What follows belongs to an exercise in optimizing a design on an open flow for small area, a short achievable clock period and few clock cycles per item; a production flow would make more cautious choices. Function was checked by simulation only, so behaviour that the tests miss may differ from the original.

Setup of main:
==> flow/design.v <==
`default_nettype none
package mie_pkg;
   localparam int unsigned STATUS_WIDTH = 1;
   localparam logic [STATUS_WIDTH-1:0] STATUS_OK   = 1'b0;
   localparam logic [STATUS_WIDTH-1:0] STATUS_NONE = 1'b1;
endpackage
`default_nettype wire
`default_nettype none
module modular_inverse_euclid_core #(
   parameter int unsigned DATA_WIDTH = 63
) (
   input  wire logic                               clock,
   input  wire logic                               reset,
   input  wire logic                               req_valid,
   output logic                                    req_ready,
   input  wire logic [DATA_WIDTH-1:0]              req_value,
   input  wire logic [DATA_WIDTH-1:0]              req_modulus,
   output logic                                    rsp_valid,
   input  wire logic                               rsp_ready,
   output logic [DATA_WIDTH-1:0]                   rsp_inverse,
   output logic [mie_pkg::STATUS_WIDTH-1:0]        rsp_status
);
   localparam int unsigned CW = $clog2(DATA_WIDTH);
   localparam logic [1:0] PH_RUN  = 2'd0;    
   localparam logic [1:0] PH_FIX1 = 2'd1;    
   localparam logic [1:0] PH_FIX2 = 2'd2;    
   logic                  busy_ff, busy_in;
   logic                  ov_ff, ov_in;
   logic [1:0]            ph_ff, ph_in;
   logic                  align_ff, align_in;
   logic                  first_ff, first_in;
   logic                  neg_ff, neg_in;
   logic                  fail_ff, fail_in;
   logic [CW-1:0]         j_ff, j_in;
   logic [DATA_WIDTH-1:0] a_ff, a_in, b_ff, b_in;
   logic [DATA_WIDTH-1:0] ca_ff, ca_in, cb_ff, cb_in;
   logic [mie_pkg::STATUS_WIDTH-1:0] st_ff, st_in;
   logic [DATA_WIDTH:0]   s1;         
   logic [DATA_WIDTH:0]   s2;         
   logic [DATA_WIDTH-1:0] sum;        
   logic                  b_le_a, b2_le_a;
   logic                  b_zero, a_one, m_one;
   logic                  take;       
   logic                  hold_out;   
   assign s1      = {1'b0, a_ff} - {1'b0, b_ff};
   assign s2      = {1'b0, a_ff} - {b_ff, 1'b0};
   assign sum     = ca_ff + cb_ff + {{(DATA_WIDTH-1){1'b0}}, (ph_ff == PH_FIX2)};
   assign b_le_a  = !s1[DATA_WIDTH];
   assign b2_le_a = !s2[DATA_WIDTH];
   assign b_zero  = (b_ff == '0);
   assign a_one   = (a_ff == {{(DATA_WIDTH-1){1'b0}}, 1'b1});
   assign m_one   = (cb_ff == {{(DATA_WIDTH-1){1'b0}}, 1'b1});
   assign req_ready   = !busy_ff || (ph_ff == PH_FIX2 && !ov_ff);
   assign take        = req_valid && req_ready;
   assign hold_out    = ov_ff && !rsp_ready;
   assign rsp_valid   = ov_ff;
   assign rsp_inverse = cb_ff;
   assign rsp_status  = st_ff;
   always_comb begin
      busy_in = busy_ff; ov_in = ov_ff; ph_in = ph_ff; align_in = align_ff;
      first_in = first_ff; neg_in = neg_ff; fail_in = fail_ff; j_in = j_ff;
      a_in = a_ff; b_in = b_ff; ca_in = ca_ff; cb_in = cb_ff; st_in = st_ff;
      if (ov_ff && rsp_ready) begin
         ov_in = 1'b0;
      end
      if (busy_ff) begin
         unique case (ph_ff)
            PH_RUN: begin
               if (align_ff && b_zero) begin
                  ph_in   = PH_FIX1;
                  fail_in = first_ff || !a_one;
                  if (neg_ff) begin
                     ca_in = ~ca_ff;
                  end
               end else if (align_ff && !b_ff[DATA_WIDTH-1] && b2_le_a) begin
                  b_in = {b_ff[DATA_WIDTH-2:0], 1'b0};
                  j_in = j_ff + 1'b1;
                  if (!first_ff) begin
                     cb_in = {cb_ff[DATA_WIDTH-2:0], 1'b0};
                  end
               end else if (j_ff != '0) begin
                  align_in = 1'b0;
                  if (b_le_a) begin
                     a_in = s1[DATA_WIDTH-1:0];
                     if (!first_ff) begin
                        ca_in = sum;
                     end
                  end
                  b_in = b_ff >> 1;
                  j_in = j_ff - 1'b1;
                  if (!first_ff) begin
                     cb_in = cb_ff >> 1;
                  end
               end else if (!(first_ff && hold_out)) begin
                  align_in = 1'b1;
                  first_in = 1'b0;
                  neg_in   = !neg_ff;
                  a_in     = b_ff;
                  b_in     = b_le_a ? s1[DATA_WIDTH-1:0] : a_ff;
                  ca_in    = first_ff ? '0 : cb_ff;
                  cb_in    = (b_le_a && !first_ff) ? sum : ca_ff;
               end
            end
            PH_FIX1: begin
               ph_in = PH_FIX2;
            end
            default: begin
               if (!hold_out) begin
                  busy_in = 1'b0;
                  ov_in   = 1'b1;
                  st_in   = fail_ff ? mie_pkg::STATUS_NONE : mie_pkg::STATUS_OK;
                  if (fail_ff || m_one) begin
                     cb_in = '0;
                  end else if (neg_ff) begin
                     cb_in = sum;
                  end else begin
                     cb_in = ca_ff;
                  end
               end
            end
         endcase
      end
      if (take) begin
         busy_in  = 1'b1;
         ph_in    = PH_RUN;
         align_in = 1'b1;
         first_in = 1'b1;
         neg_in   = 1'b0;
         j_in     = '0;
         a_in     = req_value;
         b_in     = req_modulus;
         ca_in    = {{(DATA_WIDTH-1){1'b0}}, 1'b1};
      end
   end
   always_ff @(posedge clock) begin
      if (reset) begin
         busy_ff <= 1'b0;
         ov_ff   <= 1'b0;
      end else begin
         busy_ff <= busy_in;
         ov_ff   <= ov_in;
      end
      ph_ff <= ph_in; align_ff <= align_in; first_ff <= first_in;
      neg_ff <= neg_in; fail_ff <= fail_in; j_ff <= j_in;
      a_ff <= a_in; b_ff <= b_in; ca_ff <= ca_in; cb_ff <= cb_in;
      st_ff <= st_in;
   end
endmodule
`default_nettype wire
clock: 6.0 ns
lec_check: 0
cap_margin: 20
core_margin: 2
core_utilization: 50
setup_slack_margin: 2.5
slew_margin: 20
run.sh (not shown) runs the stock make flow with config.mk's settings and CLKGATE_MAP_FILE= SYNTH_SCRIPT=/design/flow/synth_recipe.tcl, a recipe that flattens the netlist after the stock synthesis.
main was carried through to the last stage, and its layout satisfied the timing, design-rule and antenna checks.
Testbench counts of main, summed over its fixed seeds: cycles 314,341, items 2,400.
> inputs changed (main -> the feature branch)
- CORE_UTILIZATION now 30, was 50
Notes after the runs:
The feature branch against main: sequential share of cell area lost 0.25 points; core utilization lost 28 points.
The flow did not stop early for the feature branch: all stages ran, and the layout cleared the timing, design-rule and antenna checks.

* * *

## oak
Another version of the RTL of modular_inverse_euclid_core (not shown whole).
Size: ~3,100 cells after synthesis, roughly 270 flip-flops, roughly 200 I/O pins.
make LEC_CHECK=0 CAP_MARGIN=20 CORE_MARGIN=2 CORE_UTILIZATION=30 SETUP_SLACK_MARGIN=2.5 SLEW_MARGIN=20 TNS_END_PERCENT=0 finish   # period 6.0 ns
Testbench counts of oak, summed over its fixed seeds: cycles 314,341, items 2,400.
diff inputs: oak => pine
==> flow/flow/run.sh (new file) <==
#!/bin/bash
# The standard layout (standard.sh, the standard flow's own ORFS run, synthesis included
# and unchanged), except that the ports get plain buf_1 cells as their
# buffers instead of the clkdlybuf4s50_1 cells buffer_ports picks by itself.
# make's full output goes to standard_flow.log here; ORFS keeps each step's
# log under orfs/logs as usual.
set -euo pipefail
cd "$(dirname "${BASH_SOURCE[0]}")/.."
bash standard.sh "BUFFER_PORTS_ARGS=-buffer_cell sky130_fd_sc_hd__buf_1" finish \
   > standard_flow.log 2>&1
==> flow/standard.sh (new file) <==
#!/bin/bash
# synth_recipe.tcl (not shown) runs the flow's synth.tcl, then flattens the netlist and writes it again
# the make line also repeats each setting of config.mk as NAME=value (left out here)
make -C /OpenROAD-flow-scripts/flow DESIGN_CONFIG=/design/flow/config.mk WORK_HOME=/design/flow/orfs CLKGATE_MAP_FILE= SYNTH_SCRIPT=/design/flow/synth_recipe.tcl "${@:-finish}"
removed: flow/run.sh
- | time the final worst path needs with I/O delays and setup | pine vs oak | 0.16 ns lower |
- Going from oak to pine, final cell count without fillers shrank slightly.
- met3 usage in global routing on pine is up relative to oak.

* * *

modular_inverse_euclid_core, a different RTL version from the one above (not shown whole).
For scale: ~3000 cells after synthesis, about 200 I/O pins, roughly 25000 µm² of cells after synthesis.
Settings: LEC_CHECK=0, CAP_MARGIN=20, CORE_MARGIN=2, CORE_UTILIZATION=30, SETUP_SLACK_MARGIN=2.5, SLEW_MARGIN=20, TNS_END_PERCENT=0; clock period 6.0 ns.
standard.sh (not shown) runs the stock make flow with config.mk's settings and CLKGATE_MAP_FILE= SYNTH_SCRIPT=/design/flow/synth_recipe.tcl, a recipe that flattens the netlist after the stock synthesis.
==> flow/flow/run.sh <==
#!/bin/bash
# The standard layout (standard.sh, the standard flow's own ORFS run, synthesis included
# and unchanged), except that the ports get plain buf_1 cells as their
# buffers instead of the clkdlybuf4s50_1 cells buffer_ports picks by itself.
# make's full output goes to standard_flow.log here; ORFS keeps each step's
# log under orfs/logs as usual.
set -euo pipefail
cd "$(dirname "${BASH_SOURCE[0]}")/.."
bash standard.sh "BUFFER_PORTS_ARGS=-buffer_cell sky130_fd_sc_hd__buf_1" finish \
   > standard_flow.log 2>&1
The first run went through all stages and came out clean.
Testbench counts at the start, summed over its fixed seeds: cycles 314,341, items 2,400.
Rerun with:
==> flow/run.sh (new file) <==
#!/bin/bash
# synth_recipe.tcl (not shown) runs the flow's synth.tcl, then flattens the netlist and writes it again
# the make line also repeats each setting of config.mk as NAME=value (left out here)
make -C /OpenROAD-flow-scripts/flow DESIGN_CONFIG=/design/flow/config.mk WORK_HOME=/design/flow/orfs CLKGATE_MAP_FILE= SYNTH_SCRIPT=/design/flow/synth_recipe.tcl finish
removed: flow/flow/run.sh
removed: flow/standard.sh
Result:
- worst setup slack loses 0.16 ns
- synthesized cell count stays the same
- register-to-register slack is worse by 0.15 ns
- count of clock-buffer cells in the layout grows by 2
- final area rose by 1.0%
- utilization grows by 0.36 points
- maximum frequency fell by 4.1%
- die area does not change

[afterwards: timing with drivers on the ports]
No port has a modelled driver above. Below, the same layouts with a new extraction and two added sets of constraints.
Step 1, drivers: a clkbuf_16 drives clock and a buf_2 each remaining input, both assumed.
Step 2 times the ports against the registers' clock, not the clock port: input delays grow and output delays shrink by t, the midpoint of the rising clock arrivals with the driver on.
a / b / c = no drivers / after step 1 / after step 2; a / b = the first two.
run	t (ns)	slack for setup (ns)	pins driven straight from the clock port
main	0.649	2.274 / 2.274 / 2.274	1
the feature branch	0.632	2.320 / 2.320 / 2.164	1
oak	0.631	2.099 / 2.099 / 1.841	1
pine	0.619	2.259 / 2.259 / 2.085	1
the first run of note 3	0.631	2.211 / 2.211 / 2.211	1
the second run of note 3	0.639	2.048 / 2.063 / 1.445	1
After both steps every run listed still meets setup and hold. For the second run of note 3, which loses most, drivers alone change the setup slack by +0.015 ns; drivers and shift together by -0.603 ns.
